From an optimization exercise on the open Yosys and OpenROAD flow, aimed at small area and a short achievable clock period; shortcuts taken in it are not production practice.
No run shown here included a check of the RTL's function; only the layout flow was run.
Power and IR drop assume default switching activity.

<file path="design.v">
module gamma_interp_11bit #(
  parameter int OUT_W = 10
) (
  input  logic             clk,
  input  logic             rst_n,
  input  logic             i_hs,
  input  logic             i_vs,
  input  logic [4:0]       idx,
  input  logic [10:0]      pixel_in,
  input  logic [10:0]      lowLevel,
  input  logic [10:0]      highLevel,
  input  logic             lut_we,
  input  logic [5:0]       lut_addr,
  input  logic [OUT_W-1:0] lut_wdata,
  input  logic             lut_commit,
  output logic             commit_pending,
  output logic             o_hs,
  output logic             o_vs,
  output logic [OUT_W-1:0] pix_out
);
  localparam int N = 33;
  function automatic logic [9:0] ramp(input int k);
    logic [31:0] v;
    v = 32'(k) * 32;
    if (v > 1023) v = 1023;
    ramp = v[9:0];
  endfunction
  logic [9:0] r_shadow [N];
  logic [9:0] r_active [N];
  logic       r_act_ramp;    
  logic       r_pend;
  logic       r_vs_prev;
  logic       w_copy;
  assign w_copy         = r_pend & r_vs_prev & ~i_vs;
  assign commit_pending = r_pend;
  always_ff @(posedge clk or negedge rst_n) begin
    if (!rst_n) begin
      r_pend    <= 1'b0;
      r_vs_prev <= 1'b0;
    end else begin
      r_pend    <= lut_commit | (r_pend & ~w_copy);
      r_vs_prev <= i_vs;
    end
  end
  logic [N-1:0] r_sramp;
  logic [N-1:0] w_we;
  logic [N-1:0] w_cs, w_cr;    
  logic         w_hold;
  always_comb
    for (int k = 0; k < N; k++) w_we[k] = lut_we & (lut_addr == 6'(k));
  always_ff @(posedge clk or negedge rst_n) begin
    if (!rst_n) r_sramp <= '1;
    else        r_sramp <= r_sramp & ~w_we;
  end
  always_ff @(posedge clk)
    for (int k = 0; k < N; k++)
      r_shadow[k] <= ({10{w_we[k]}} & lut_wdata) | ({10{~w_we[k]}} & r_shadow[k]);
  always_ff @(posedge clk or negedge rst_n) begin
    if (!rst_n) r_act_ramp <= 1'b1;
    else if (w_copy) r_act_ramp <= 1'b0;
  end
  assign w_hold = ~w_copy;
  assign w_cs   = {N{w_copy}} & ~r_sramp;
  assign w_cr   = {N{w_copy}} & r_sramp;
  always_ff @(posedge clk)
    for (int k = 0; k < N; k++)
      r_active[k] <= ({10{w_cs[k]}} & r_shadow[k]) | ({10{w_cr[k]}} & ramp(k)) |
                     ({10{w_hold}} & r_active[k]);
  logic [329:0] w_act;
  logic [9:0]   w_ye, w_yo;
  logic [10:0]  w_d, w_w;
  always_comb
    for (int k = 0; k < N; k++) w_act[10*k +: 10] = r_active[k];
  gi_read u_read (.idx(idx), .ramp(r_act_ramp), .act(w_act), .ye(w_ye), .yo(w_yo));
  gi_sub11 u_subd (.a(pixel_in), .b(lowLevel), .y(w_d));
  gi_sub11 u_subw (.a(highLevel), .b(lowLevel), .y(w_w));
  logic [9:0]  r_ye_1, r_yo_1;
  logic        r_b_1;
  logic [10:0] r_d_1;
  logic [10:0] r_w_1;
  logic        r_wz_1;
  logic        r_blank_1;
  always_ff @(posedge clk) begin
    r_ye_1 <= w_ye;
    r_yo_1 <= w_yo;
    r_b_1  <= idx[0];
    r_d_1  <= w_d;
    r_w_1  <= w_w;
    r_wz_1 <= (highLevel == lowLevel);
  end
  always_ff @(posedge clk or negedge rst_n) begin
    if (!rst_n) r_blank_1 <= 1'b1;
    else        r_blank_1 <= ~(i_hs & i_vs);
  end
  logic [10:0] w_top;
  logic [3:0]  w_s;
  always_comb begin
    for (int k = 0; k < 11; k++) w_top[k] = r_w_1[k] & ~|(r_w_1 >> (k + 1));
    for (int b = 0; b < 4; b++) begin
      w_s[b] = 1'b0;
      for (int k = 0; k < 11; k++) if ((k >> b) & 1) w_s[b] = w_s[b] | w_top[k];
    end
  end
  logic [9:0]         w_y0, w_y1;
  logic [10:0]        w_x;
  logic [12:0]        w_db;
  logic [5:0]         w_one, w_two, w_ng;
  logic [11:0]        w_pp0, w_pp1, w_pp2, w_pp3, w_pp4, w_pp5;
  logic [22:0]        w_sa, w_sb;
  assign w_y0  = r_b_1 ? r_yo_1 : r_ye_1;
  assign w_y1  = r_b_1 ? r_ye_1 : r_yo_1;
  assign w_db  = r_wz_1 ? 13'b0 : {1'b0, r_d_1, 1'b0};
  logic xs_g0_0;
  assign xs_g0_0 = w_y1[0] & ~w_y0[0];
  logic xs_g1_0;
  assign xs_g1_0 = w_y1[1] & ~w_y0[1];
  logic xs_g2_0;
  assign xs_g2_0 = w_y1[2] & ~w_y0[2];
  logic xs_g3_0;
  assign xs_g3_0 = w_y1[3] & ~w_y0[3];
  logic xs_g4_0;
  assign xs_g4_0 = w_y1[4] & ~w_y0[4];
  logic xs_g5_0;
  assign xs_g5_0 = w_y1[5] & ~w_y0[5];
  logic xs_g6_0;
  assign xs_g6_0 = w_y1[6] & ~w_y0[6];
  logic xs_g7_0;
  assign xs_g7_0 = w_y1[7] & ~w_y0[7];
  logic xs_g8_0;
  assign xs_g8_0 = w_y1[8] & ~w_y0[8];
  logic xs_g9_0;
  assign xs_g9_0 = w_y1[9] & ~w_y0[9];
  logic xs_g10_0;
  assign xs_g10_0 = 1'b0 & 1'b1;
  logic xs_p0;
  assign xs_p0 = w_y1[0] ^ ~w_y0[0];
  logic xs_p1;
  assign xs_p1 = w_y1[1] ^ ~w_y0[1];
  logic xs_p2;
  assign xs_p2 = w_y1[2] ^ ~w_y0[2];
  logic xs_p3;
  assign xs_p3 = w_y1[3] ^ ~w_y0[3];
  logic xs_p4;
  assign xs_p4 = w_y1[4] ^ ~w_y0[4];
  logic xs_p5;
  assign xs_p5 = w_y1[5] ^ ~w_y0[5];
  logic xs_p6;
  assign xs_p6 = w_y1[6] ^ ~w_y0[6];
  logic xs_p7;
  assign xs_p7 = w_y1[7] ^ ~w_y0[7];
  logic xs_p8;
  assign xs_p8 = w_y1[8] ^ ~w_y0[8];
  logic xs_p9;
  assign xs_p9 = w_y1[9] ^ ~w_y0[9];
  logic xs_p10;
  assign xs_p10 = 1'b0 ^ 1'b1;
  logic xs_g0_c;
  assign xs_g0_c = xs_g0_0 | (xs_p0 & 1'b1);
  logic xs_g1_1;
  assign xs_g1_1 = xs_g1_0 | (xs_p1 & xs_g0_c);
  logic xs_q1_1;
  assign xs_q1_1 = xs_p1 & xs_p0;
  logic xs_g3_1;
  assign xs_g3_1 = xs_g3_0 | (xs_p3 & xs_g2_0);
  logic xs_q3_1;
  assign xs_q3_1 = xs_p3 & xs_p2;
  logic xs_g5_1;
  assign xs_g5_1 = xs_g5_0 | (xs_p5 & xs_g4_0);
  logic xs_q5_1;
  assign xs_q5_1 = xs_p5 & xs_p4;
  logic xs_g7_1;
  assign xs_g7_1 = xs_g7_0 | (xs_p7 & xs_g6_0);
  logic xs_q7_1;
  assign xs_q7_1 = xs_p7 & xs_p6;
  logic xs_g9_1;
  assign xs_g9_1 = xs_g9_0 | (xs_p9 & xs_g8_0);
  logic xs_q9_1;
  assign xs_q9_1 = xs_p9 & xs_p8;
  logic xs_g2_2;
  assign xs_g2_2 = xs_g2_0 | (xs_p2 & xs_g1_1);
  logic xs_q2_2;
  assign xs_q2_2 = xs_p2 & xs_q1_1;
  logic xs_g3_2;
  assign xs_g3_2 = xs_g3_1 | (xs_q3_1 & xs_g1_1);
  logic xs_q3_2;
  assign xs_q3_2 = xs_q3_1 & xs_q1_1;
  logic xs_g6_2;
  assign xs_g6_2 = xs_g6_0 | (xs_p6 & xs_g5_1);
  logic xs_q6_2;
  assign xs_q6_2 = xs_p6 & xs_q5_1;
  logic xs_g7_2;
  assign xs_g7_2 = xs_g7_1 | (xs_q7_1 & xs_g5_1);
  logic xs_q7_2;
  assign xs_q7_2 = xs_q7_1 & xs_q5_1;
  logic xs_g10_2;
  assign xs_g10_2 = xs_g10_0 | (xs_p10 & xs_g9_1);
  logic xs_q10_2;
  assign xs_q10_2 = xs_p10 & xs_q9_1;
  logic xs_g4_3;
  assign xs_g4_3 = xs_g4_0 | (xs_p4 & xs_g3_2);
  logic xs_q4_3;
  assign xs_q4_3 = xs_p4 & xs_q3_2;
  logic xs_g5_3;
  assign xs_g5_3 = xs_g5_1 | (xs_q5_1 & xs_g3_2);
  logic xs_q5_3;
  assign xs_q5_3 = xs_q5_1 & xs_q3_2;
  logic xs_g6_3;
  assign xs_g6_3 = xs_g6_2 | (xs_q6_2 & xs_g3_2);
  logic xs_q6_3;
  assign xs_q6_3 = xs_q6_2 & xs_q3_2;
  logic xs_g7_3;
  assign xs_g7_3 = xs_g7_2 | (xs_q7_2 & xs_g3_2);
  logic xs_q7_3;
  assign xs_q7_3 = xs_q7_2 & xs_q3_2;
  logic xs_g8_4;
  assign xs_g8_4 = xs_g8_0 | (xs_p8 & xs_g7_3);
  logic xs_q8_4;
  assign xs_q8_4 = xs_p8 & xs_q7_3;
  logic xs_g9_4;
  assign xs_g9_4 = xs_g9_1 | (xs_q9_1 & xs_g7_3);
  logic xs_q9_4;
  assign xs_q9_4 = xs_q9_1 & xs_q7_3;
  logic xs_g10_4;
  assign xs_g10_4 = xs_g10_2 | (xs_q10_2 & xs_g7_3);
  logic xs_q10_4;
  assign xs_q10_4 = xs_q10_2 & xs_q7_3;
  assign w_x[0] = (xs_p0 ^ 1'b1);
  assign w_x[1] = (xs_p1 ^ xs_g0_c);
  assign w_x[2] = (xs_p2 ^ xs_g1_1);
  assign w_x[3] = (xs_p3 ^ xs_g2_2);
  assign w_x[4] = (xs_p4 ^ xs_g3_2);
  assign w_x[5] = (xs_p5 ^ xs_g4_3);
  assign w_x[6] = (xs_p6 ^ xs_g5_3);
  assign w_x[7] = (xs_p7 ^ xs_g6_3);
  assign w_x[8] = (xs_p8 ^ xs_g7_3);
  assign w_x[9] = (xs_p9 ^ xs_g8_4);
  assign w_x[10] = (xs_p10 ^ xs_g9_4);
  always_comb begin
    for (int j = 0; j < 6; j++) begin
      w_one[j] = w_db[2*j+1] ^ w_db[2*j];
      w_two[j] = (w_db[2*j+2] & ~w_db[2*j+1] & ~w_db[2*j]) |
                 (~w_db[2*j+2] & w_db[2*j+1] & w_db[2*j]);
      w_ng[j]  = w_db[2*j+2] & ~(w_db[2*j+1] & w_db[2*j]);
    end
  end
  function automatic logic [11:0] bpp(input logic [10:0] x, input logic one,
                                      input logic two, input logic ng);
    logic [11:0] m;
    m = one ? {x[10], x} : (two ? {x, 1'b0} : 12'b0);
    bpp = m ^ {12{ng}};
  endfunction
  assign w_pp0 = bpp(w_x, w_one[0], w_two[0], w_ng[0]);
  assign w_pp1 = bpp(w_x, w_one[1], w_two[1], w_ng[1]);
  assign w_pp2 = bpp(w_x, w_one[2], w_two[2], w_ng[2]);
  assign w_pp3 = bpp(w_x, w_one[3], w_two[3], w_ng[3]);
  assign w_pp4 = bpp(w_x, w_one[4], w_two[4], w_ng[4]);
  assign w_pp5 = bpp(w_x, w_one[5], w_two[5], w_ng[5]);
  logic t0s;
  assign t0s = w_pp0[6] ^ w_pp1[4];
  logic t0c;
  assign t0c = w_pp0[6] & w_pp1[4];
  logic t1s;
  assign t1s = w_pp0[7] ^ w_pp1[5];
  logic t1c;
  assign t1c = w_pp0[7] & w_pp1[5];
  logic t2s;
  assign t2s = w_pp0[8] ^ w_pp1[6] ^ w_pp2[4];
  logic t2c;
  assign t2c = (w_pp0[8] & w_pp1[6]) | (w_pp0[8] & w_pp2[4]) | (w_pp1[6] & w_pp2[4]);
  logic t3s;
  assign t3s = w_pp3[2] ^ w_pp4[0];
  logic t3c;
  assign t3c = w_pp3[2] & w_pp4[0];
  logic t4s;
  assign t4s = w_pp0[9] ^ w_pp1[7] ^ w_pp2[5];
  logic t4c;
  assign t4c = (w_pp0[9] & w_pp1[7]) | (w_pp0[9] & w_pp2[5]) | (w_pp1[7] & w_pp2[5]);
  logic t5s;
  assign t5s = w_pp3[3] ^ w_pp4[1];
  logic t5c;
  assign t5c = w_pp3[3] & w_pp4[1];
  logic t6s;
  assign t6s = w_pp0[10] ^ w_pp1[8] ^ w_pp2[6];
  logic t6c;
  assign t6c = (w_pp0[10] & w_pp1[8]) | (w_pp0[10] & w_pp2[6]) | (w_pp1[8] & w_pp2[6]);
  logic t7s;
  assign t7s = w_pp3[4] ^ w_pp4[2] ^ w_pp5[0];
  logic t7c;
  assign t7c = (w_pp3[4] & w_pp4[2]) | (w_pp3[4] & w_pp5[0]) | (w_pp4[2] & w_pp5[0]);
  logic t8s;
  assign t8s = w_pp0[11] ^ w_pp1[9] ^ w_pp2[7];
  logic t8c;
  assign t8c = (w_pp0[11] & w_pp1[9]) | (w_pp0[11] & w_pp2[7]) | (w_pp1[9] & w_pp2[7]);
  logic t9s;
  assign t9s = w_pp3[5] ^ w_pp4[3] ^ w_pp5[1];
  logic t9c;
  assign t9c = (w_pp3[5] & w_pp4[3]) | (w_pp3[5] & w_pp5[1]) | (w_pp4[3] & w_pp5[1]);
  logic t10s;
  assign t10s = w_pp0[11] ^ w_pp1[10] ^ w_pp2[8];
  logic t10c;
  assign t10c = (w_pp0[11] & w_pp1[10]) | (w_pp0[11] & w_pp2[8]) | (w_pp1[10] & w_pp2[8]);
  logic t11s;
  assign t11s = w_pp3[6] ^ w_pp4[4] ^ w_pp5[2];
  logic t11c;
  assign t11c = (w_pp3[6] & w_pp4[4]) | (w_pp3[6] & w_pp5[2]) | (w_pp4[4] & w_pp5[2]);
  logic t12s;
  assign t12s = ~w_pp0[11] ^ ~w_pp1[11] ^ w_pp2[9];
  logic t12c;
  assign t12c = (~w_pp0[11] & ~w_pp1[11]) | (~w_pp0[11] & w_pp2[9]) | (~w_pp1[11] & w_pp2[9]);
  logic t13s;
  assign t13s = w_pp3[7] ^ w_pp4[5] ^ w_pp5[3];
  logic t13c;
  assign t13c = (w_pp3[7] & w_pp4[5]) | (w_pp3[7] & w_pp5[3]) | (w_pp4[5] & w_pp5[3]);
  logic t14s;
  assign t14s = 1'b1 ^ w_pp2[10] ^ w_pp3[8];
  logic t14c;
  assign t14c = (1'b1 & w_pp2[10]) | (1'b1 & w_pp3[8]) | (w_pp2[10] & w_pp3[8]);
  logic t15s;
  assign t15s = w_pp4[6] ^ w_pp5[4];
  logic t15c;
  assign t15c = w_pp4[6] & w_pp5[4];
  logic t16s;
  assign t16s = ~w_pp2[11] ^ w_pp3[9] ^ w_pp4[7];
  logic t16c;
  assign t16c = (~w_pp2[11] & w_pp3[9]) | (~w_pp2[11] & w_pp4[7]) | (w_pp3[9] & w_pp4[7]);
  logic t17s;
  assign t17s = 1'b1 ^ w_pp3[10];
  logic t17c;
  assign t17c = 1'b1 & w_pp3[10];
  logic t18s;
  assign t18s = w_pp0[4] ^ w_pp1[2];
  logic t18c;
  assign t18c = w_pp0[4] & w_pp1[2];
  logic t19s;
  assign t19s = w_pp0[5] ^ w_pp1[3];
  logic t19c;
  assign t19c = w_pp0[5] & w_pp1[3];
  logic t20s;
  assign t20s = w_pp2[2] ^ w_pp3[0] ^ w_ng[3];
  logic t20c;
  assign t20c = (w_pp2[2] & w_pp3[0]) | (w_pp2[2] & w_ng[3]) | (w_pp3[0] & w_ng[3]);
  logic t21s;
  assign t21s = w_pp2[3] ^ w_pp3[1] ^ t0c;
  logic t21c;
  assign t21c = (w_pp2[3] & w_pp3[1]) | (w_pp2[3] & t0c) | (w_pp3[1] & t0c);
  logic t22s;
  assign t22s = w_ng[4] ^ t1c ^ t2s;
  logic t22c;
  assign t22c = (w_ng[4] & t1c) | (w_ng[4] & t2s) | (t1c & t2s);
  logic t23s;
  assign t23s = t2c ^ t3c ^ t4s;
  logic t23c;
  assign t23c = (t2c & t3c) | (t2c & t4s) | (t3c & t4s);
  logic t24s;
  assign t24s = t4c ^ t5c ^ t6s;
  logic t24c;
  assign t24c = (t4c & t5c) | (t4c & t6s) | (t5c & t6s);
  logic t25s;
  assign t25s = t6c ^ t7c ^ t8s;
  logic t25c;
  assign t25c = (t6c & t7c) | (t6c & t8s) | (t7c & t8s);
  logic t26s;
  assign t26s = t8c ^ t9c ^ t10s;
  logic t26c;
  assign t26c = (t8c & t9c) | (t8c & t10s) | (t9c & t10s);
  logic t27s;
  assign t27s = t10c ^ t11c ^ t12s;
  logic t27c;
  assign t27c = (t10c & t11c) | (t10c & t12s) | (t11c & t12s);
  logic t28s;
  assign t28s = t12c ^ t13c ^ t14s;
  logic t28c;
  assign t28c = (t12c & t13c) | (t12c & t14s) | (t13c & t14s);
  logic t29s;
  assign t29s = w_pp5[5] ^ t14c ^ t15c;
  logic t29c;
  assign t29c = (w_pp5[5] & t14c) | (w_pp5[5] & t15c) | (t14c & t15c);
  logic t30s;
  assign t30s = w_pp4[8] ^ w_pp5[6] ^ t16c;
  logic t30c;
  assign t30c = (w_pp4[8] & w_pp5[6]) | (w_pp4[8] & t16c) | (w_pp5[6] & t16c);
  logic t31s;
  assign t31s = ~w_pp3[11] ^ w_pp4[9] ^ w_pp5[7];
  logic t31c;
  assign t31c = (~w_pp3[11] & w_pp4[9]) | (~w_pp3[11] & w_pp5[7]) | (w_pp4[9] & w_pp5[7]);
  logic t32s;
  assign t32s = 1'b1 ^ w_pp4[10];
  logic t32c;
  assign t32c = 1'b1 & w_pp4[10];
  logic t33s;
  assign t33s = w_pp0[2] ^ w_pp1[0];
  logic t33c;
  assign t33c = w_pp0[2] & w_pp1[0];
  logic t34s;
  assign t34s = w_pp0[3] ^ w_pp1[1];
  logic t34c;
  assign t34c = w_pp0[3] & w_pp1[1];
  logic t35s;
  assign t35s = w_pp2[0] ^ w_ng[2] ^ t18s;
  logic t35c;
  assign t35c = (w_pp2[0] & w_ng[2]) | (w_pp2[0] & t18s) | (w_ng[2] & t18s);
  logic t36s;
  assign t36s = w_pp2[1] ^ t18c ^ t19s;
  logic t36c;
  assign t36c = (w_pp2[1] & t18c) | (w_pp2[1] & t19s) | (t18c & t19s);
  logic t37s;
  assign t37s = t0s ^ t19c ^ t20s;
  logic t37c;
  assign t37c = (t0s & t19c) | (t0s & t20s) | (t19c & t20s);
  logic t38s;
  assign t38s = t1s ^ t20c ^ t21s;
  logic t38c;
  assign t38c = (t1s & t20c) | (t1s & t21s) | (t20c & t21s);
  logic t39s;
  assign t39s = t3s ^ t21c ^ t22s;
  logic t39c;
  assign t39c = (t3s & t21c) | (t3s & t22s) | (t21c & t22s);
  logic t40s;
  assign t40s = t5s ^ t22c ^ t23s;
  logic t40c;
  assign t40c = (t5s & t22c) | (t5s & t23s) | (t22c & t23s);
  logic t41s;
  assign t41s = t7s ^ t23c ^ t24s;
  logic t41c;
  assign t41c = (t7s & t23c) | (t7s & t24s) | (t23c & t24s);
  logic t42s;
  assign t42s = t9s ^ t24c ^ t25s;
  logic t42c;
  assign t42c = (t9s & t24c) | (t9s & t25s) | (t24c & t25s);
  logic t43s;
  assign t43s = t11s ^ t25c ^ t26s;
  logic t43c;
  assign t43c = (t11s & t25c) | (t11s & t26s) | (t25c & t26s);
  logic t44s;
  assign t44s = t13s ^ t26c ^ t27s;
  logic t44c;
  assign t44c = (t13s & t26c) | (t13s & t27s) | (t26c & t27s);
  logic t45s;
  assign t45s = t15s ^ t27c ^ t28s;
  logic t45c;
  assign t45c = (t15s & t27c) | (t15s & t28s) | (t27c & t28s);
  logic t46s;
  assign t46s = t16s ^ t28c ^ t29s;
  logic t46c;
  assign t46c = (t16s & t28c) | (t16s & t29s) | (t28c & t29s);
  logic t47s;
  assign t47s = t17s ^ t29c ^ t30s;
  logic t47c;
  assign t47c = (t17s & t29c) | (t17s & t30s) | (t29c & t30s);
  logic t48s;
  assign t48s = t17c ^ t30c ^ t31s;
  logic t48c;
  assign t48c = (t17c & t30c) | (t17c & t31s) | (t30c & t31s);
  logic t49s;
  assign t49s = w_pp5[8] ^ t31c ^ t32s;
  logic t49c;
  assign t49c = (w_pp5[8] & t31c) | (w_pp5[8] & t32s) | (t31c & t32s);
  logic t50s;
  assign t50s = ~w_pp4[11] ^ w_pp5[9] ^ t32c;
  logic t50c;
  assign t50c = (~w_pp4[11] & w_pp5[9]) | (~w_pp4[11] & t32c) | (w_pp5[9] & t32c);
  logic t51s;
  assign t51s = 1'b1 ^ w_pp5[10];
  logic t51c;
  assign t51c = 1'b1 & w_pp5[10];
  assign w_sa[0] = w_pp0[0];
  assign w_sb[0] = w_ng[0];
  assign w_sa[1] = w_pp0[1];
  assign w_sb[1] = 1'b0;
  assign w_sa[2] = w_ng[1];
  assign w_sb[2] = t33s;
  assign w_sa[3] = t33c;
  assign w_sb[3] = t34s;
  assign w_sa[4] = t34c;
  assign w_sb[4] = t35s;
  assign w_sa[5] = t35c;
  assign w_sb[5] = t36s;
  assign w_sa[6] = t36c;
  assign w_sb[6] = t37s;
  assign w_sa[7] = t37c;
  assign w_sb[7] = t38s;
  assign w_sa[8] = t38c;
  assign w_sb[8] = t39s;
  assign w_sa[9] = t39c;
  assign w_sb[9] = t40s;
  assign w_sa[10] = t40c;
  assign w_sb[10] = t41s;
  assign w_sa[11] = t41c;
  assign w_sb[11] = t42s;
  assign w_sa[12] = t42c;
  assign w_sb[12] = t43s;
  assign w_sa[13] = t43c;
  assign w_sb[13] = t44s;
  assign w_sa[14] = t44c;
  assign w_sb[14] = t45s;
  assign w_sa[15] = t45c;
  assign w_sb[15] = t46s;
  assign w_sa[16] = t46c;
  assign w_sb[16] = t47s;
  assign w_sa[17] = t47c;
  assign w_sb[17] = t48s;
  assign w_sa[18] = t48c;
  assign w_sb[18] = t49s;
  assign w_sa[19] = t49c;
  assign w_sb[19] = t50s;
  assign w_sa[20] = t50c;
  assign w_sb[20] = t51s;
  assign w_sa[21] = ~w_pp5[11];
  assign w_sb[21] = t51c;
  assign w_sa[22] = 1'b1;
  assign w_sb[22] = 1'b0;
  logic [22:0] r_sa_2, r_sb_2;
  logic [9:0]  r_y0_2;
  logic [3:0]  r_s_2;
  logic        r_blank_2;
  always_ff @(posedge clk) begin
    r_sa_2 <= w_sa;
    r_sb_2 <= w_sb;
    r_y0_2 <= w_y0;
    r_s_2  <= w_s;
  end
  always_ff @(posedge clk or negedge rst_n) begin
    if (!rst_n) r_blank_2 <= 1'b1;
    else        r_blank_2 <= r_blank_1;
  end
  logic [22:0] w_ta, w_tb, w_t;
  logic [9:0]  w_pix;
  assign w_ta = r_sa_2;
  assign w_tb = r_sb_2;
  logic ts_g0_0;
  assign ts_g0_0 = w_ta[0] & w_tb[0];
  logic ts_g1_0;
  assign ts_g1_0 = w_ta[1] & w_tb[1];
  logic ts_g2_0;
  assign ts_g2_0 = w_ta[2] & w_tb[2];
  logic ts_g3_0;
  assign ts_g3_0 = w_ta[3] & w_tb[3];
  logic ts_g4_0;
  assign ts_g4_0 = w_ta[4] & w_tb[4];
  logic ts_g5_0;
  assign ts_g5_0 = w_ta[5] & w_tb[5];
  logic ts_g6_0;
  assign ts_g6_0 = w_ta[6] & w_tb[6];
  logic ts_g7_0;
  assign ts_g7_0 = w_ta[7] & w_tb[7];
  logic ts_g8_0;
  assign ts_g8_0 = w_ta[8] & w_tb[8];
  logic ts_g9_0;
  assign ts_g9_0 = w_ta[9] & w_tb[9];
  logic ts_g10_0;
  assign ts_g10_0 = w_ta[10] & w_tb[10];
  logic ts_g11_0;
  assign ts_g11_0 = w_ta[11] & w_tb[11];
  logic ts_g12_0;
  assign ts_g12_0 = w_ta[12] & w_tb[12];
  logic ts_g13_0;
  assign ts_g13_0 = w_ta[13] & w_tb[13];
  logic ts_g14_0;
  assign ts_g14_0 = w_ta[14] & w_tb[14];
  logic ts_g15_0;
  assign ts_g15_0 = w_ta[15] & w_tb[15];
  logic ts_g16_0;
  assign ts_g16_0 = w_ta[16] & w_tb[16];
  logic ts_g17_0;
  assign ts_g17_0 = w_ta[17] & w_tb[17];
  logic ts_g18_0;
  assign ts_g18_0 = w_ta[18] & w_tb[18];
  logic ts_g19_0;
  assign ts_g19_0 = w_ta[19] & w_tb[19];
  logic ts_g20_0;
  assign ts_g20_0 = w_ta[20] & w_tb[20];
  logic ts_g21_0;
  assign ts_g21_0 = w_ta[21] & w_tb[21];
  logic ts_g22_0;
  assign ts_g22_0 = w_ta[22] & w_tb[22];
  logic ts_p0;
  assign ts_p0 = w_ta[0] ^ w_tb[0];
  logic ts_p1;
  assign ts_p1 = w_ta[1] ^ w_tb[1];
  logic ts_p2;
  assign ts_p2 = w_ta[2] ^ w_tb[2];
  logic ts_p3;
  assign ts_p3 = w_ta[3] ^ w_tb[3];
  logic ts_p4;
  assign ts_p4 = w_ta[4] ^ w_tb[4];
  logic ts_p5;
  assign ts_p5 = w_ta[5] ^ w_tb[5];
  logic ts_p6;
  assign ts_p6 = w_ta[6] ^ w_tb[6];
  logic ts_p7;
  assign ts_p7 = w_ta[7] ^ w_tb[7];
  logic ts_p8;
  assign ts_p8 = w_ta[8] ^ w_tb[8];
  logic ts_p9;
  assign ts_p9 = w_ta[9] ^ w_tb[9];
  logic ts_p10;
  assign ts_p10 = w_ta[10] ^ w_tb[10];
  logic ts_p11;
  assign ts_p11 = w_ta[11] ^ w_tb[11];
  logic ts_p12;
  assign ts_p12 = w_ta[12] ^ w_tb[12];
  logic ts_p13;
  assign ts_p13 = w_ta[13] ^ w_tb[13];
  logic ts_p14;
  assign ts_p14 = w_ta[14] ^ w_tb[14];
  logic ts_p15;
  assign ts_p15 = w_ta[15] ^ w_tb[15];
  logic ts_p16;
  assign ts_p16 = w_ta[16] ^ w_tb[16];
  logic ts_p17;
  assign ts_p17 = w_ta[17] ^ w_tb[17];
  logic ts_p18;
  assign ts_p18 = w_ta[18] ^ w_tb[18];
  logic ts_p19;
  assign ts_p19 = w_ta[19] ^ w_tb[19];
  logic ts_p20;
  assign ts_p20 = w_ta[20] ^ w_tb[20];
  logic ts_p21;
  assign ts_p21 = w_ta[21] ^ w_tb[21];
  logic ts_p22;
  assign ts_p22 = w_ta[22] ^ w_tb[22];
  logic ts_g1_1;
  assign ts_g1_1 = ts_g1_0 | (ts_p1 & ts_g0_0);
  logic ts_q1_1;
  assign ts_q1_1 = ts_p1 & ts_p0;
  logic ts_g3_1;
  assign ts_g3_1 = ts_g3_0 | (ts_p3 & ts_g2_0);
  logic ts_q3_1;
  assign ts_q3_1 = ts_p3 & ts_p2;
  logic ts_g5_1;
  assign ts_g5_1 = ts_g5_0 | (ts_p5 & ts_g4_0);
  logic ts_q5_1;
  assign ts_q5_1 = ts_p5 & ts_p4;
  logic ts_g7_1;
  assign ts_g7_1 = ts_g7_0 | (ts_p7 & ts_g6_0);
  logic ts_q7_1;
  assign ts_q7_1 = ts_p7 & ts_p6;
  logic ts_g9_1;
  assign ts_g9_1 = ts_g9_0 | (ts_p9 & ts_g8_0);
  logic ts_q9_1;
  assign ts_q9_1 = ts_p9 & ts_p8;
  logic ts_g11_1;
  assign ts_g11_1 = ts_g11_0 | (ts_p11 & ts_g10_0);
  logic ts_q11_1;
  assign ts_q11_1 = ts_p11 & ts_p10;
  logic ts_g13_1;
  assign ts_g13_1 = ts_g13_0 | (ts_p13 & ts_g12_0);
  logic ts_q13_1;
  assign ts_q13_1 = ts_p13 & ts_p12;
  logic ts_g15_1;
  assign ts_g15_1 = ts_g15_0 | (ts_p15 & ts_g14_0);
  logic ts_q15_1;
  assign ts_q15_1 = ts_p15 & ts_p14;
  logic ts_g17_1;
  assign ts_g17_1 = ts_g17_0 | (ts_p17 & ts_g16_0);
  logic ts_q17_1;
  assign ts_q17_1 = ts_p17 & ts_p16;
  logic ts_g19_1;
  assign ts_g19_1 = ts_g19_0 | (ts_p19 & ts_g18_0);
  logic ts_q19_1;
  assign ts_q19_1 = ts_p19 & ts_p18;
  logic ts_g21_1;
  assign ts_g21_1 = ts_g21_0 | (ts_p21 & ts_g20_0);
  logic ts_q21_1;
  assign ts_q21_1 = ts_p21 & ts_p20;
  logic ts_g2_2;
  assign ts_g2_2 = ts_g2_0 | (ts_p2 & ts_g1_1);
  logic ts_q2_2;
  assign ts_q2_2 = ts_p2 & ts_q1_1;
  logic ts_g3_2;
  assign ts_g3_2 = ts_g3_1 | (ts_q3_1 & ts_g1_1);
  logic ts_q3_2;
  assign ts_q3_2 = ts_q3_1 & ts_q1_1;
  logic ts_g6_2;
  assign ts_g6_2 = ts_g6_0 | (ts_p6 & ts_g5_1);
  logic ts_q6_2;
  assign ts_q6_2 = ts_p6 & ts_q5_1;
  logic ts_g7_2;
  assign ts_g7_2 = ts_g7_1 | (ts_q7_1 & ts_g5_1);
  logic ts_q7_2;
  assign ts_q7_2 = ts_q7_1 & ts_q5_1;
  logic ts_g10_2;
  assign ts_g10_2 = ts_g10_0 | (ts_p10 & ts_g9_1);
  logic ts_q10_2;
  assign ts_q10_2 = ts_p10 & ts_q9_1;
  logic ts_g11_2;
  assign ts_g11_2 = ts_g11_1 | (ts_q11_1 & ts_g9_1);
  logic ts_q11_2;
  assign ts_q11_2 = ts_q11_1 & ts_q9_1;
  logic ts_g14_2;
  assign ts_g14_2 = ts_g14_0 | (ts_p14 & ts_g13_1);
  logic ts_q14_2;
  assign ts_q14_2 = ts_p14 & ts_q13_1;
  logic ts_g15_2;
  assign ts_g15_2 = ts_g15_1 | (ts_q15_1 & ts_g13_1);
  logic ts_q15_2;
  assign ts_q15_2 = ts_q15_1 & ts_q13_1;
  logic ts_g18_2;
  assign ts_g18_2 = ts_g18_0 | (ts_p18 & ts_g17_1);
  logic ts_q18_2;
  assign ts_q18_2 = ts_p18 & ts_q17_1;
  logic ts_g19_2;
  assign ts_g19_2 = ts_g19_1 | (ts_q19_1 & ts_g17_1);
  logic ts_q19_2;
  assign ts_q19_2 = ts_q19_1 & ts_q17_1;
  logic ts_g22_2;
  assign ts_g22_2 = ts_g22_0 | (ts_p22 & ts_g21_1);
  logic ts_q22_2;
  assign ts_q22_2 = ts_p22 & ts_q21_1;
  logic ts_g4_3;
  assign ts_g4_3 = ts_g4_0 | (ts_p4 & ts_g3_2);
  logic ts_q4_3;
  assign ts_q4_3 = ts_p4 & ts_q3_2;
  logic ts_g5_3;
  assign ts_g5_3 = ts_g5_1 | (ts_q5_1 & ts_g3_2);
  logic ts_q5_3;
  assign ts_q5_3 = ts_q5_1 & ts_q3_2;
  logic ts_g6_3;
  assign ts_g6_3 = ts_g6_2 | (ts_q6_2 & ts_g3_2);
  logic ts_q6_3;
  assign ts_q6_3 = ts_q6_2 & ts_q3_2;
  logic ts_g7_3;
  assign ts_g7_3 = ts_g7_2 | (ts_q7_2 & ts_g3_2);
  logic ts_q7_3;
  assign ts_q7_3 = ts_q7_2 & ts_q3_2;
  logic ts_g12_3;
  assign ts_g12_3 = ts_g12_0 | (ts_p12 & ts_g11_2);
  logic ts_q12_3;
  assign ts_q12_3 = ts_p12 & ts_q11_2;
  logic ts_g13_3;
  assign ts_g13_3 = ts_g13_1 | (ts_q13_1 & ts_g11_2);
  logic ts_q13_3;
  assign ts_q13_3 = ts_q13_1 & ts_q11_2;
  logic ts_g14_3;
  assign ts_g14_3 = ts_g14_2 | (ts_q14_2 & ts_g11_2);
  logic ts_q14_3;
  assign ts_q14_3 = ts_q14_2 & ts_q11_2;
  logic ts_g15_3;
  assign ts_g15_3 = ts_g15_2 | (ts_q15_2 & ts_g11_2);
  logic ts_q15_3;
  assign ts_q15_3 = ts_q15_2 & ts_q11_2;
  logic ts_g20_3;
  assign ts_g20_3 = ts_g20_0 | (ts_p20 & ts_g19_2);
  logic ts_q20_3;
  assign ts_q20_3 = ts_p20 & ts_q19_2;
  logic ts_g21_3;
  assign ts_g21_3 = ts_g21_1 | (ts_q21_1 & ts_g19_2);
  logic ts_q21_3;
  assign ts_q21_3 = ts_q21_1 & ts_q19_2;
  logic ts_g22_3;
  assign ts_g22_3 = ts_g22_2 | (ts_q22_2 & ts_g19_2);
  logic ts_q22_3;
  assign ts_q22_3 = ts_q22_2 & ts_q19_2;
  logic ts_g8_4;
  assign ts_g8_4 = ts_g8_0 | (ts_p8 & ts_g7_3);
  logic ts_q8_4;
  assign ts_q8_4 = ts_p8 & ts_q7_3;
  logic ts_g9_4;
  assign ts_g9_4 = ts_g9_1 | (ts_q9_1 & ts_g7_3);
  logic ts_q9_4;
  assign ts_q9_4 = ts_q9_1 & ts_q7_3;
  logic ts_g10_4;
  assign ts_g10_4 = ts_g10_2 | (ts_q10_2 & ts_g7_3);
  logic ts_q10_4;
  assign ts_q10_4 = ts_q10_2 & ts_q7_3;
  logic ts_g11_4;
  assign ts_g11_4 = ts_g11_2 | (ts_q11_2 & ts_g7_3);
  logic ts_q11_4;
  assign ts_q11_4 = ts_q11_2 & ts_q7_3;
  logic ts_g12_4;
  assign ts_g12_4 = ts_g12_3 | (ts_q12_3 & ts_g7_3);
  logic ts_q12_4;
  assign ts_q12_4 = ts_q12_3 & ts_q7_3;
  logic ts_g13_4;
  assign ts_g13_4 = ts_g13_3 | (ts_q13_3 & ts_g7_3);
  logic ts_q13_4;
  assign ts_q13_4 = ts_q13_3 & ts_q7_3;
  logic ts_g14_4;
  assign ts_g14_4 = ts_g14_3 | (ts_q14_3 & ts_g7_3);
  logic ts_q14_4;
  assign ts_q14_4 = ts_q14_3 & ts_q7_3;
  logic ts_g15_4;
  assign ts_g15_4 = ts_g15_3 | (ts_q15_3 & ts_g7_3);
  logic ts_q15_4;
  assign ts_q15_4 = ts_q15_3 & ts_q7_3;
  logic ts_g16_5;
  assign ts_g16_5 = ts_g16_0 | (ts_p16 & ts_g15_4);
  logic ts_q16_5;
  assign ts_q16_5 = ts_p16 & ts_q15_4;
  logic ts_g17_5;
  assign ts_g17_5 = ts_g17_1 | (ts_q17_1 & ts_g15_4);
  logic ts_q17_5;
  assign ts_q17_5 = ts_q17_1 & ts_q15_4;
  logic ts_g18_5;
  assign ts_g18_5 = ts_g18_2 | (ts_q18_2 & ts_g15_4);
  logic ts_q18_5;
  assign ts_q18_5 = ts_q18_2 & ts_q15_4;
  logic ts_g19_5;
  assign ts_g19_5 = ts_g19_2 | (ts_q19_2 & ts_g15_4);
  logic ts_q19_5;
  assign ts_q19_5 = ts_q19_2 & ts_q15_4;
  logic ts_g20_5;
  assign ts_g20_5 = ts_g20_3 | (ts_q20_3 & ts_g15_4);
  logic ts_q20_5;
  assign ts_q20_5 = ts_q20_3 & ts_q15_4;
  logic ts_g21_5;
  assign ts_g21_5 = ts_g21_3 | (ts_q21_3 & ts_g15_4);
  logic ts_q21_5;
  assign ts_q21_5 = ts_q21_3 & ts_q15_4;
  logic ts_g22_5;
  assign ts_g22_5 = ts_g22_3 | (ts_q22_3 & ts_g15_4);
  logic ts_q22_5;
  assign ts_q22_5 = ts_q22_3 & ts_q15_4;
  assign w_t[0] = ts_p0;
  assign w_t[1] = (ts_p1 ^ ts_g0_0);
  assign w_t[2] = (ts_p2 ^ ts_g1_1);
  assign w_t[3] = (ts_p3 ^ ts_g2_2);
  assign w_t[4] = (ts_p4 ^ ts_g3_2);
  assign w_t[5] = (ts_p5 ^ ts_g4_3);
  assign w_t[6] = (ts_p6 ^ ts_g5_3);
  assign w_t[7] = (ts_p7 ^ ts_g6_3);
  assign w_t[8] = (ts_p8 ^ ts_g7_3);
  assign w_t[9] = (ts_p9 ^ ts_g8_4);
  assign w_t[10] = (ts_p10 ^ ts_g9_4);
  assign w_t[11] = (ts_p11 ^ ts_g10_4);
  assign w_t[12] = (ts_p12 ^ ts_g11_4);
  assign w_t[13] = (ts_p13 ^ ts_g12_4);
  assign w_t[14] = (ts_p14 ^ ts_g13_4);
  assign w_t[15] = (ts_p15 ^ ts_g14_4);
  assign w_t[16] = (ts_p16 ^ ts_g15_4);
  assign w_t[17] = (ts_p17 ^ ts_g16_5);
  assign w_t[18] = (ts_p18 ^ ts_g17_5);
  assign w_t[19] = (ts_p19 ^ ts_g18_5);
  assign w_t[20] = (ts_p20 ^ ts_g19_5);
  assign w_t[21] = (ts_p21 ^ ts_g20_5);
  assign w_t[22] = (ts_p22 ^ ts_g21_5);
  logic [10:0] w_sh;
  logic [10:0] w_q;
  logic        w_rb, w_big, w_sml;
  logic [11:0] w_r;
  logic [10:0] w_qt [11];
  logic [9:0]  w_rt;
  logic [10:0] w_bt, w_st;
  always_comb begin
    for (int k = 0; k < 11; k++) w_sh[k] = (r_s_2 == 4'(k));
    for (int i = 0; i < 11; i++) begin
      for (int k = 0; k < 11; k++) w_qt[i][k] = w_sh[k] & w_t[i+k];
      w_q[i] = |w_qt[i];
    end
    for (int k = 1; k < 11; k++) w_rt[k-1] = w_sh[k] & w_t[k-1];
    w_rb = |w_rt;
    for (int k = 0; k < 11; k++) begin
      w_bt[k] = w_sh[k] & |(w_t[21:0] & (22'h3fffff << (11 + k)));
      w_st[k] = w_sh[k] & |(~w_t[21:0] & (22'h3fffff << (11 + k)));
    end
    w_big = ~w_t[22] & (|w_bt | w_q[10]);
    w_sml = w_t[22] & (|w_st | ~w_q[10]);
    w_r = {2'b0, r_y0_2} + {w_q[10], w_q} + {11'b0, w_rb};
    if (r_blank_2 | w_sml)  w_pix = '0;
    else if (w_big)         w_pix = 10'h3ff;
    else if (w_r[11])       w_pix = '0;
    else if (w_r[10])       w_pix = 10'h3ff;
    else                    w_pix = w_r[9:0];
  end
  logic [2:0] r_hs_d, r_vs_d;
  logic [9:0] r_pix;
  always_ff @(posedge clk or negedge rst_n) begin
    if (!rst_n) begin
      r_hs_d <= '0;
      r_vs_d <= '0;
      r_pix  <= '0;
    end else begin
      r_hs_d <= {r_hs_d[1:0], i_hs};
      r_vs_d <= {r_vs_d[1:0], i_vs};
      r_pix  <= w_pix;
    end
  end
  assign o_hs    = r_hs_d[2];
  assign o_vs    = r_vs_d[2];
  assign pix_out = r_pix;
endmodule
module gi_read (
  input  logic [4:0]   idx,
  input  logic         ramp,
  input  logic [329:0] act,
  output logic [9:0]   ye,
  output logic [9:0]   yo
);
  logic [15:0] so1;
  logic [16:0] se, so;
  logic [4:0]  je;
  logic [17:0] te [10];
  logic [16:0] to [10];
  assign je = {1'b0, idx[4:1]} + {4'b0, idx[0]};
  always_comb begin
    for (int j = 0; j < 16; j++) so1[j] = (idx[4:1] == 4'(j));
    for (int j = 0; j < 17; j++) begin
      so[j] = (j < 16) ? (~ramp & so1[j % 16]) : 1'b0;
      se[j] = ~ramp & (((j < 16) ? (~idx[0] & so1[j % 16]) : 1'b0) |
                       ((j > 0) ? (idx[0] & so1[(j + 15) % 16]) : 1'b0));
    end
    for (int i = 0; i < 10; i++) begin
      for (int j = 0; j < 17; j++) te[i][j] = se[j] & act[20*j + i];
      for (int j = 0; j < 16; j++) to[i][j] = so[j] & act[20*j + 10 + i];
      te[i][17] = ramp & (je[4] | (i >= 6 && je[i-6]));
      to[i][16] = ramp & (i == 5 || (i >= 6 && idx[i-5]));
      ye[i] = |te[i];
      yo[i] = |to[i];
    end
  end
endmodule
module gi_sub11 (
  input  logic [10:0] a,
  input  logic [10:0] b,
  output logic [10:0] y
);
  logic m_g0_0;
  assign m_g0_0 = a[0] & ~b[0];
  logic m_g1_0;
  assign m_g1_0 = a[1] & ~b[1];
  logic m_g2_0;
  assign m_g2_0 = a[2] & ~b[2];
  logic m_g3_0;
  assign m_g3_0 = a[3] & ~b[3];
  logic m_g4_0;
  assign m_g4_0 = a[4] & ~b[4];
  logic m_g5_0;
  assign m_g5_0 = a[5] & ~b[5];
  logic m_g6_0;
  assign m_g6_0 = a[6] & ~b[6];
  logic m_g7_0;
  assign m_g7_0 = a[7] & ~b[7];
  logic m_g8_0;
  assign m_g8_0 = a[8] & ~b[8];
  logic m_g9_0;
  assign m_g9_0 = a[9] & ~b[9];
  logic m_g10_0;
  assign m_g10_0 = a[10] & ~b[10];
  logic m_p0;
  assign m_p0 = a[0] ^ ~b[0];
  logic m_p1;
  assign m_p1 = a[1] ^ ~b[1];
  logic m_p2;
  assign m_p2 = a[2] ^ ~b[2];
  logic m_p3;
  assign m_p3 = a[3] ^ ~b[3];
  logic m_p4;
  assign m_p4 = a[4] ^ ~b[4];
  logic m_p5;
  assign m_p5 = a[5] ^ ~b[5];
  logic m_p6;
  assign m_p6 = a[6] ^ ~b[6];
  logic m_p7;
  assign m_p7 = a[7] ^ ~b[7];
  logic m_p8;
  assign m_p8 = a[8] ^ ~b[8];
  logic m_p9;
  assign m_p9 = a[9] ^ ~b[9];
  logic m_p10;
  assign m_p10 = a[10] ^ ~b[10];
  logic m_g0_c;
  assign m_g0_c = m_g0_0 | (m_p0 & 1'b1);
  logic m_g1_1;
  assign m_g1_1 = m_g1_0 | (m_p1 & m_g0_c);
  logic m_q1_1;
  assign m_q1_1 = m_p1 & m_p0;
  logic m_g3_1;
  assign m_g3_1 = m_g3_0 | (m_p3 & m_g2_0);
  logic m_q3_1;
  assign m_q3_1 = m_p3 & m_p2;
  logic m_g5_1;
  assign m_g5_1 = m_g5_0 | (m_p5 & m_g4_0);
  logic m_q5_1;
  assign m_q5_1 = m_p5 & m_p4;
  logic m_g7_1;
  assign m_g7_1 = m_g7_0 | (m_p7 & m_g6_0);
  logic m_q7_1;
  assign m_q7_1 = m_p7 & m_p6;
  logic m_g9_1;
  assign m_g9_1 = m_g9_0 | (m_p9 & m_g8_0);
  logic m_q9_1;
  assign m_q9_1 = m_p9 & m_p8;
  logic m_g2_2;
  assign m_g2_2 = m_g2_0 | (m_p2 & m_g1_1);
  logic m_q2_2;
  assign m_q2_2 = m_p2 & m_q1_1;
  logic m_g3_2;
  assign m_g3_2 = m_g3_1 | (m_q3_1 & m_g1_1);
  logic m_q3_2;
  assign m_q3_2 = m_q3_1 & m_q1_1;
  logic m_g6_2;
  assign m_g6_2 = m_g6_0 | (m_p6 & m_g5_1);
  logic m_q6_2;
  assign m_q6_2 = m_p6 & m_q5_1;
  logic m_g7_2;
  assign m_g7_2 = m_g7_1 | (m_q7_1 & m_g5_1);
  logic m_q7_2;
  assign m_q7_2 = m_q7_1 & m_q5_1;
  logic m_g10_2;
  assign m_g10_2 = m_g10_0 | (m_p10 & m_g9_1);
  logic m_q10_2;
  assign m_q10_2 = m_p10 & m_q9_1;
  logic m_g4_3;
  assign m_g4_3 = m_g4_0 | (m_p4 & m_g3_2);
  logic m_q4_3;
  assign m_q4_3 = m_p4 & m_q3_2;
  logic m_g5_3;
  assign m_g5_3 = m_g5_1 | (m_q5_1 & m_g3_2);
  logic m_q5_3;
  assign m_q5_3 = m_q5_1 & m_q3_2;
  logic m_g6_3;
  assign m_g6_3 = m_g6_2 | (m_q6_2 & m_g3_2);
  logic m_q6_3;
  assign m_q6_3 = m_q6_2 & m_q3_2;
  logic m_g7_3;
  assign m_g7_3 = m_g7_2 | (m_q7_2 & m_g3_2);
  logic m_q7_3;
  assign m_q7_3 = m_q7_2 & m_q3_2;
  logic m_g8_4;
  assign m_g8_4 = m_g8_0 | (m_p8 & m_g7_3);
  logic m_q8_4;
  assign m_q8_4 = m_p8 & m_q7_3;
  logic m_g9_4;
  assign m_g9_4 = m_g9_1 | (m_q9_1 & m_g7_3);
  logic m_q9_4;
  assign m_q9_4 = m_q9_1 & m_q7_3;
  logic m_g10_4;
  assign m_g10_4 = m_g10_2 | (m_q10_2 & m_g7_3);
  logic m_q10_4;
  assign m_q10_4 = m_q10_2 & m_q7_3;
  assign y[0] = (m_p0 ^ 1'b1);
  assign y[1] = (m_p1 ^ m_g0_c);
  assign y[2] = (m_p2 ^ m_g1_1);
  assign y[3] = (m_p3 ^ m_g2_2);
  assign y[4] = (m_p4 ^ m_g3_2);
  assign y[5] = (m_p5 ^ m_g4_3);
  assign y[6] = (m_p6 ^ m_g5_3);
  assign y[7] = (m_p7 ^ m_g6_3);
  assign y[8] = (m_p8 ^ m_g7_3);
  assign y[9] = (m_p9 ^ m_g8_4);
  assign y[10] = (m_p10 ^ m_g9_4);
endmodule
</file>
<file path="flow/run.sh">
#!/bin/bash
set -euo pipefail
mapfile -t EXTRA < <(grep -v '^#' flow/extra.txt | grep .)
bash standard.sh "${EXTRA[@]}" finish > standard.log 2>&1
</file>
<file path="flow/extra.txt">
SETUP_SLACK_MARGIN=7.0
ADDER_MAP_FILE=
BUFFER_PORTS_ARGS=-buffer_cell sky130_fd_sc_hd__buf_4
</file>
<file path="standard.sh">
#!/bin/bash
# synth_recipe.tcl (not shown) runs the flow's synth.tcl, then flattens the netlist and writes it again
# the make line also repeats each setting of config.mk as NAME=value (left out here)
make -C /OpenROAD-flow-scripts/flow DESIGN_CONFIG=/design/flow/config.mk WORK_HOME=/design/flow/orfs CLKGATE_MAP_FILE= SYNTH_SCRIPT=/design/flow/synth_recipe.tcl "${@:-finish}"
</file>
<file path="config.mk">
export PLATFORM = sky130hd
export DESIGN_NAME = gamma_interp_11bit
export DESIGN_NICKNAME = gamma_interp_11bit
export VERILOG_FILES = /design/flow/design.v
export SDC_FILE = /design/flow/constraint.sdc
export NUM_CORES = 4
export LEC_CHECK = 0
export ABC_AREA = 1
export CAP_MARGIN = 20
export CORE_MARGIN = 2
export CORE_UTILIZATION = 40
export CTS_CLUSTER_DIAMETER = 70
export CTS_CLUSTER_SIZE = 20
export SLEW_MARGIN = 60
export SYNTH_HIERARCHICAL = 1
export TNS_END_PERCENT = 20
</file>
<file path="constraint.sdc">
create_clock -name core_clock -period 10.0 [get_ports {clk}]
set_input_delay 2.0000 -clock core_clock [delete_from_list [all_inputs] [get_ports {clk}]]
set_output_delay 2.0000 -clock core_clock [all_outputs]
set_load 0.01 [all_outputs]
</file>
==> out/results.txt, run 1 <==
worst slew pin tran = 0.657 ns
total number of vias = 27,967
Max-Cap Viols = 0
first-pass GRT wire length = 153 mm
setup TNS = 0 ns
LEAKAGE = 18.0 nW
FMAX = 0.316 GHz
Pins Over Slew Limit = 0
CTS tree = built
Layout area overhead = 18.7%
# rows = 109
Pre-antenna DRT Iters = 6
CTS Buf Count = 52
mapped cell area = 35,500 sq um
peak supply drop = 252 uV
status = complete, no violations
relative slew slack = 55.7%
Post-Synthesis Mean Instance Area = 8.89 sq um
Routed WL = 102 mm
CP Data Arrival Time = 1.16 ns
WL/cell = 18.9 um
GRT Total Usage = 21.7%
Worst Skew = 0.0632 ns
post-route antenna net violation count = 0
starting density of the core = 40.3%
CORE AREA = 88,200 sq um
largest net degree at the start of global routing = 77
Critical Path Start Type = register
CP Cell Sequence = buf_6
Layout Nets = 4,217
Max Buffers Root-to-Sink = 3
CTS Sinks = 813
hold buffers post-CTS = 0
# H-tree levels = 2
ratio of cells with drive above 1 in the final layout = 20.2%
die height = 302 um
via-per-instance ratio = 5.21
DRC = 0
clock latency on the worst-skew pair = 0.67 ns
GR Overflow Total = 0
Crit path largest cell delay = 0.40 ns
dpl hpwl = 67.9 mm
fin crit period = 3.16 ns
die extent in x = 302 um
CP bufs+invs = 1
die area = 91,200 sq um
crit path max fanout = 2
final period utilization = 31.6%
Req. time, crit path = 8.00 ns
final estimated routing congestion in global placement = 0.890
Crit-path slowest cell = dfrtp_1
unrepaired setup endpoints after global routing = yes
Fin. Hold Viols = 0
Post-Synthesis Cells = 3,997
Synth warnings = 24
HP Class = reg -> reg
Worst-path clk slew = 0.08 ns
num ports = 73
syn_nets = 4,057
critical path's top delay family = flip-flops
initial antenna violation count = 4
CP Capture Type = primary output
WHS = 0.351 ns
# port buffers = 72
crit path kind = reg -> out
number of global-route vias before repair = 26,064
number of DRC markers in iteration 0 = 2,023
P per Cell Area = 264 nW/um^2
# setup viols final = 0
Root Buffer = clkbuf_16
area by class of cell:
class / count / area [sq um]
fill: 8263 / 46100
clock buffer: 82 / 1470
inverter: 427 / 1670
tap: 1165 / 1460
clock inverter: 16 / 233
sequential: 813 / 19900
multi-input combinational: 2683 / 15600
timing repair inverter: 1 / 8.76
timing repair buffer: 179 / 1830
antenna: 1 / 2.50
final timing paths:
path / slack [ns] / startpoint / to / cells after the start
min in group asynchronous: 1.30 / rst_n / r_pix[0]$_DFF_PN0_ / 1
max: 6.84 / r_pend$_DFF_PN0_ / commit_pending / 1
max in group asynchronous: 7.96 / rst_n / r_blank_2$_DFF_PN1_ / 2
min reg2reg: 0.35 / r_hs_d[1]$_DFF_PN0_ / r_hs_d[2]$_DFF_PN0_ / 0
max reg2reg: 6.86 / r_b_1$_DFF_P_ / r_sb_2[16]$_DFF_P_ / 30
min: 0.35 / r_hs_d[1]$_DFF_PN0_ / r_hs_d[2]$_DFF_PN0_ / 0
metal layers:
layer	global-route usage (%)	routed length, um
met1	29.2	44300
met2	37.3	49300
met3	2.28	5170
met4	5.91	2750
met5	0	31
cells in the final DEF (no fill, tap or decap), types with 55 or more instances in the layout:
master	count
clkbuf_16	55
nand3_1	393
inv_1	371
nand2_1	893
nor2_1	269
a22o_1	230
dfxtp_1	415
buf_4	137
nor2_2	63
nor2_4	99
o21ai_0	58
nand2_2	178
o22a_1	75
edfxtp_1	330
what timing repair did:
item | 4_1_cts | 5_1_grt
setup buffers | 46 | 37
gates resized for setup | 123 | 308
endpoints found under the setup margin | 342 | 138
endpoints found under the hold margin | 0 | 0
cloned | 11 | 4
pin swaps | 35 | 99
power by group:
| part | internal [mW] | total [mW] | switching [mW] |
|---|---|---|---|
| combinational | 1.71 | 4.80 | 3.09 |
| sequential | 3.84 | 4.09 | 0.249 |
| clock | 1.07 | 2.25 | 1.18 |
| total | 6.63 | 11.1 | 4.52 |
metrics by stage:
stage | total power [mW] | area, sq um | util (%) | worst slack (ns) | instances
3_3_place_gp | 7.87 | 37600 | 42.6 | 5.68 | 5166
2_1_floorplan | 7.01 | 36000 | - | 6.84 | 3997
5_1_grt | 11.9 | 42200 | 47.8 | 6.61 | 5367
4_1_cts | 10.4 | 40700 | 46.1 | 6.80 | 5323
3_5_place_dp | 7.95 | 37900 | 42.9 | 5.40 | 5168
6_report | 11.1 | 42200 | 47.8 | 6.84 | 5367
==> inputs of run 2 (changes only) <==
--- a/design.v
+++ b/design.v
@@ -74,10 +74,12 @@
   gi_read u_read (.idx(idx), .ramp(r_act_ramp), .act(w_act), .ye(w_ye), .yo(w_yo));
   gi_sub11 u_subd (.a(pixel_in), .b(lowLevel), .y(w_d));
   gi_sub11 u_subw (.a(highLevel), .b(lowLevel), .y(w_w));
+  logic [3:0]  w_s;
+  gi_log2 u_log2 (.w(w_w), .s(w_s));
   logic [9:0]  r_ye_1, r_yo_1;
   logic        r_b_1;
   logic [10:0] r_d_1;
-  logic [10:0] r_w_1;
+  logic [3:0]  r_s_1;
   logic        r_wz_1;
   logic        r_blank_1;
   always_ff @(posedge clk) begin
@@ -85,22 +87,13 @@
     r_yo_1 <= w_yo;
     r_b_1  <= idx[0];
     r_d_1  <= w_d;
-    r_w_1  <= w_w;
+    r_s_1  <= w_s;
     r_wz_1 <= (highLevel == lowLevel);
   end
   always_ff @(posedge clk or negedge rst_n) begin
     if (!rst_n) r_blank_1 <= 1'b1;
     else        r_blank_1 <= ~(i_hs & i_vs);
   end
-  logic [10:0] w_top;
-  logic [3:0]  w_s;
-  always_comb begin
-    for (int k = 0; k < 11; k++) w_top[k] = r_w_1[k] & ~|(r_w_1 >> (k + 1));
-    for (int b = 0; b < 4; b++) begin
-      w_s[b] = 1'b0;
-      for (int k = 0; k < 11; k++) if ((k >> b) & 1) w_s[b] = w_s[b] | w_top[k];
-    end
-  end
   logic [9:0]         w_y0, w_y1;
   logic [10:0]        w_x;
   logic [12:0]        w_db;
@@ -517,7 +510,7 @@
     r_sa_2 <= w_sa;
     r_sb_2 <= w_sb;
     r_y0_2 <= w_y0;
-    r_s_2  <= w_s;
+    r_s_2  <= r_s_1;
   end
   always_ff @(posedge clk or negedge rst_n) begin
     if (!rst_n) r_blank_2 <= 1'b1;
@@ -1040,3 +1033,16 @@
   assign y[9] = (m_p9 ^ m_g8_4);
   assign y[10] = (m_p10 ^ m_g9_4);
 endmodule
+module gi_log2 (
+  input  logic [10:0] w,
+  output logic [3:0]  s
+);
+  logic [10:0] top;
+  always_comb begin
+    for (int k = 0; k < 11; k++) top[k] = w[k] & ~|(w >> (k + 1));
+    for (int b = 0; b < 4; b++) begin
+      s[b] = 1'b0;
+      for (int k = 0; k < 11; k++) if ((k >> b) & 1) s[b] = s[b] | top[k];
+    end
+  end
+endmodule
--- a/config.mk
+++ b/config.mk
@@ -9,8 +9,8 @@
 export CAP_MARGIN = 20
 export CORE_MARGIN = 2
 export CORE_UTILIZATION = 40
-export CTS_CLUSTER_DIAMETER = 70
-export CTS_CLUSTER_SIZE = 20
+export CTS_CLUSTER_DIAMETER = 80
+export CTS_CLUSTER_SIZE = 25
 export SLEW_MARGIN = 60
 export SYNTH_HIERARCHICAL = 1
 export TNS_END_PERCENT = 20
==> run 2 against run 1 <==
Against the previous run: die area about the same; wire length increased by 1.0%; cell area increased by 0.30%; register-to-register slack about the same; clock skew decreased by 0.023 ns; first-iteration DRC count increased by 10%; critical path type is now in -> reg; largest power group unchanged.
==> out/results.txt, run 2 <==
status = complete, no violations
initial antenna violation count = 6 (+2)
post-route antenna net violation count = 0 (unchanged)
Ant. Diodes = 0 (-1)
CP Data Arrival Time = 3.74 ns (+2.58 ns)
Post-Synthesis Mean Instance Area = 8.92 sq um (+0.38%)
worst r2r src = r_b_1$_DFF_P_
GRT Total Usage = 21.8% (+0.046 points)
setup TNS = 0 ns (unchanged)
syn_nets = 4,042 (-0.37%)
Post-Synthesis Cells = 3,982 (-0.38%)
number of DRC markers in iteration 0 = 2,235 (+10%)
crit path kind = in -> reg
dpl hpwl = 68.4 mm (+0.75%)
clock latency on the worst-skew pair = 0.65 ns (-0.02 ns)
crit path max fanout = 9 (+7)
Root Buffer = clkbuf_16
first-pass GRT wire length = 152 mm (-0.64%)
WL/cell = 19.1 um (+1.1%)
CTS Buf Count = 46 (-12%)
mapped cell area = 35,500 sq um (about the same)
Hold Startpoint = r_s_1[3]$_DFF_P_
relative slew slack = 61.6% (+5.9 points)
number of global-route vias before repair = 25,910 (-0.59%)
final estimated routing congestion in global placement = 0.901 (+1.3%)
largest net degree at the start of global routing = 100 (+30%)
peak supply drop = 297 uV (+18%)
final instance area = 42,300 sq um (+0.30%)
via-per-instance ratio = 5.23 (+0.28%)
Critical Path Start Type = primary input
P per Cell Area = 270 nW/um^2 (+2.2%)
reg2reg path depth = 21 (-30%)
die height = 302 um (about the same)
CORE AREA = 88,200 sq um (unchanged)
Layout Nets = 4,223 (+0.14%)
Crit-path slowest cell = nor2_2
CP bufs+invs = 1 (unchanged)
Pins Over Slew Limit = 0 (unchanged)
worst slew pin tran = 0.574 ns (-0.0831 ns)
GR Overflow Total = 0 (unchanged)
LEAKAGE = 17.8 nW (-0.67%)
Req. time, crit path = 10.54 ns (+2.54 ns)
Synth warnings = 25 (+4.2%)
# setup viols final = 0 (unchanged)
unrepaired setup endpoints after global routing = yes
HP Class = reg -> reg
Crit path largest cell delay = 0.42 ns (+0.02 ns)
Area after DPL = 37,800 sq um (-0.30%)
ratio of cells with drive above 1 in the final layout = 21.9% (+1.7 points)
num ports = 73 (unchanged)
commonest non-fill, non-tap cell in the layout = nand2_1
Fin. Hold Viols = 0 (unchanged)
critical path's top delay family = simple AND/OR/NAND/NOR gates
Worst-path clk slew = 0.09 ns (about the same)
Pre-antenna DRT Iters = 6 (unchanged)
total number of vias = 28,030 (+0.23%)
starting density of the core = 40.3% (about the same)
# port buffers = 72 (unchanged)
WHS = 0.331 ns (-0.0205 ns)
DRC = 0 (unchanged)
# H-tree levels = 2 (unchanged)
Worst Skew = 0.0399 ns (-0.0233 ns)
die extent in x = 302 um (about the same)
FMAX = 0.313 GHz (-1.1%)
Reg-to-Reg End = r_sb_2[15]$_DFF_P_
Max-Cap Viols = 0 (unchanged)
CTS tree = built
Hold Path Sink = r_s_2[3]$_DFF_P_
Max Buffers Root-to-Sink = 3 (unchanged)
CTS Sinks = 807 (-0.74%)
Layout area overhead = 19.0%
WHS Path Cells = 0 (unchanged)
CP Cell Sequence = buf_4 > nor2_2 > nand2_2 > nor2_2 > nand2_1 > nand4_1 > nor2_1 > nand2_1
die area = 91,200 sq um (about the same)
most frequent cells in the layout = 828 x nand2_1, 408 x dfxtp_1, 377 x inv_1, 377 x nand3_1, 330 x edfxtp_1
Routed WL = 103 mm (+1.0%)
R2R Setup Slk = 6.87 ns (about the same)
fin crit period = 3.20 ns (+0.0355 ns)
CP Capture Type = register
# rows = 109 (unchanged)
CP startpoint = idx[2]
final period utilization = 32.0% (+0.36 points)
[run 2: worst max path at each step]
stage / to / slack [ns] / depth (start not counted)
6_report: r_yo_1[1]$_DFF_P_ / 6.80 / 8
4_1_cts: commit_pending / 6.80 / 1
3_5_place_dp: r_active[4][2]$_DFF_P_ / 5.59 / 8
3_3_place_gp: r_active[2][2]$_DFF_P_ / 5.32 / 7
5_1_grt: r_pix[4]$_DFF_PN0_ / 6.66 / 24
2_1_floorplan: r_s_1[1]$_DFF_P_ / 6.80 / 17
[run 2: area by class of cell]
cell class / instances / area [sq um]
fillers: 8243 / 45900
flip-flops and latches: 807 / 19800
multi-input cells: 2659 / 15900
repair buffers: 208 / 1870
inverters: 440 / 1730
well taps: 1165 / 1460
clock buffers: 64 / 1220
clock inverters: 20 / 329
repair inverters: 1 / 6.26
[run 2: timing repair]
action	CTS	global route
gates resized for setup	164	353
setup endpoints to repair	361	166
buffers inserted	58	64
pin swaps	46	138
gates cloned	5	3
hold buffers	0	0
[run 2: where the power goes]
group	switching (mW)	internal (mW)	leakage, nW	total [mW]
logic	3.33	1.89	10.0	5.22
registers	0.237	3.82	7.07	4.06
clock network	1.20	0.946	0.737	2.15
total	4.77	6.65	17.8	11.4
[run 2: layer usage]
metal	GRT usage [%]	share of wire [%]	wire, um	vias up
met2	37.3	49	49900	784
met4	6.22	3.0	3080	8
met5	0	0.048	49	-
met3	2.75	5.3	5450	177
met1	28.9	43	44100	13326
li1	-	-	-	13735
[run 2: per-stage QoR]
stage / cells / util, % / worst slack (ns) / total power [mW]
global route: 5364 / 47.9 / 6.66 / 12.2
finish: 5364 / 47.9 / 6.80 / 11.4
floorplan: 3982 / - / 6.80 / 7.06
global placement: 5148 / 42.6 / 5.32 / 7.92
CTS: 5297 / 45.9 / 6.80 / 10.5
detailed placement: 5150 / 42.8 / 5.59 / 8.00

==> static timing again, ports no longer ideal <==
The results above use ideal ports. As a check the final layouts listed here were re-extracted and re-timed, cells and wires unchanged. Step 1, drivers: a clkbuf_16 drives clk and a buf_2 each remaining input, both assumed. Step 2 also shifts input and output timing later by t, the mid clock arrival at the registers, as if the neighbouring blocks saw the same clock. Slacks: ideal ports / drivers / drivers and shift; pairs: ideal ports / drivers.
run	t, ns	setup WS [ns]	worst slew at a driven data input, ns
run 1	0.710	6.837 / 6.772 / 6.153	0.10
run 2	0.688	6.801 / 6.772 / 6.133	0.14
After both steps every run listed still meets setup and hold. The setup slack of run 1, which loses most, moves by -0.065 ns with the drivers and by -0.684 ns with both steps.
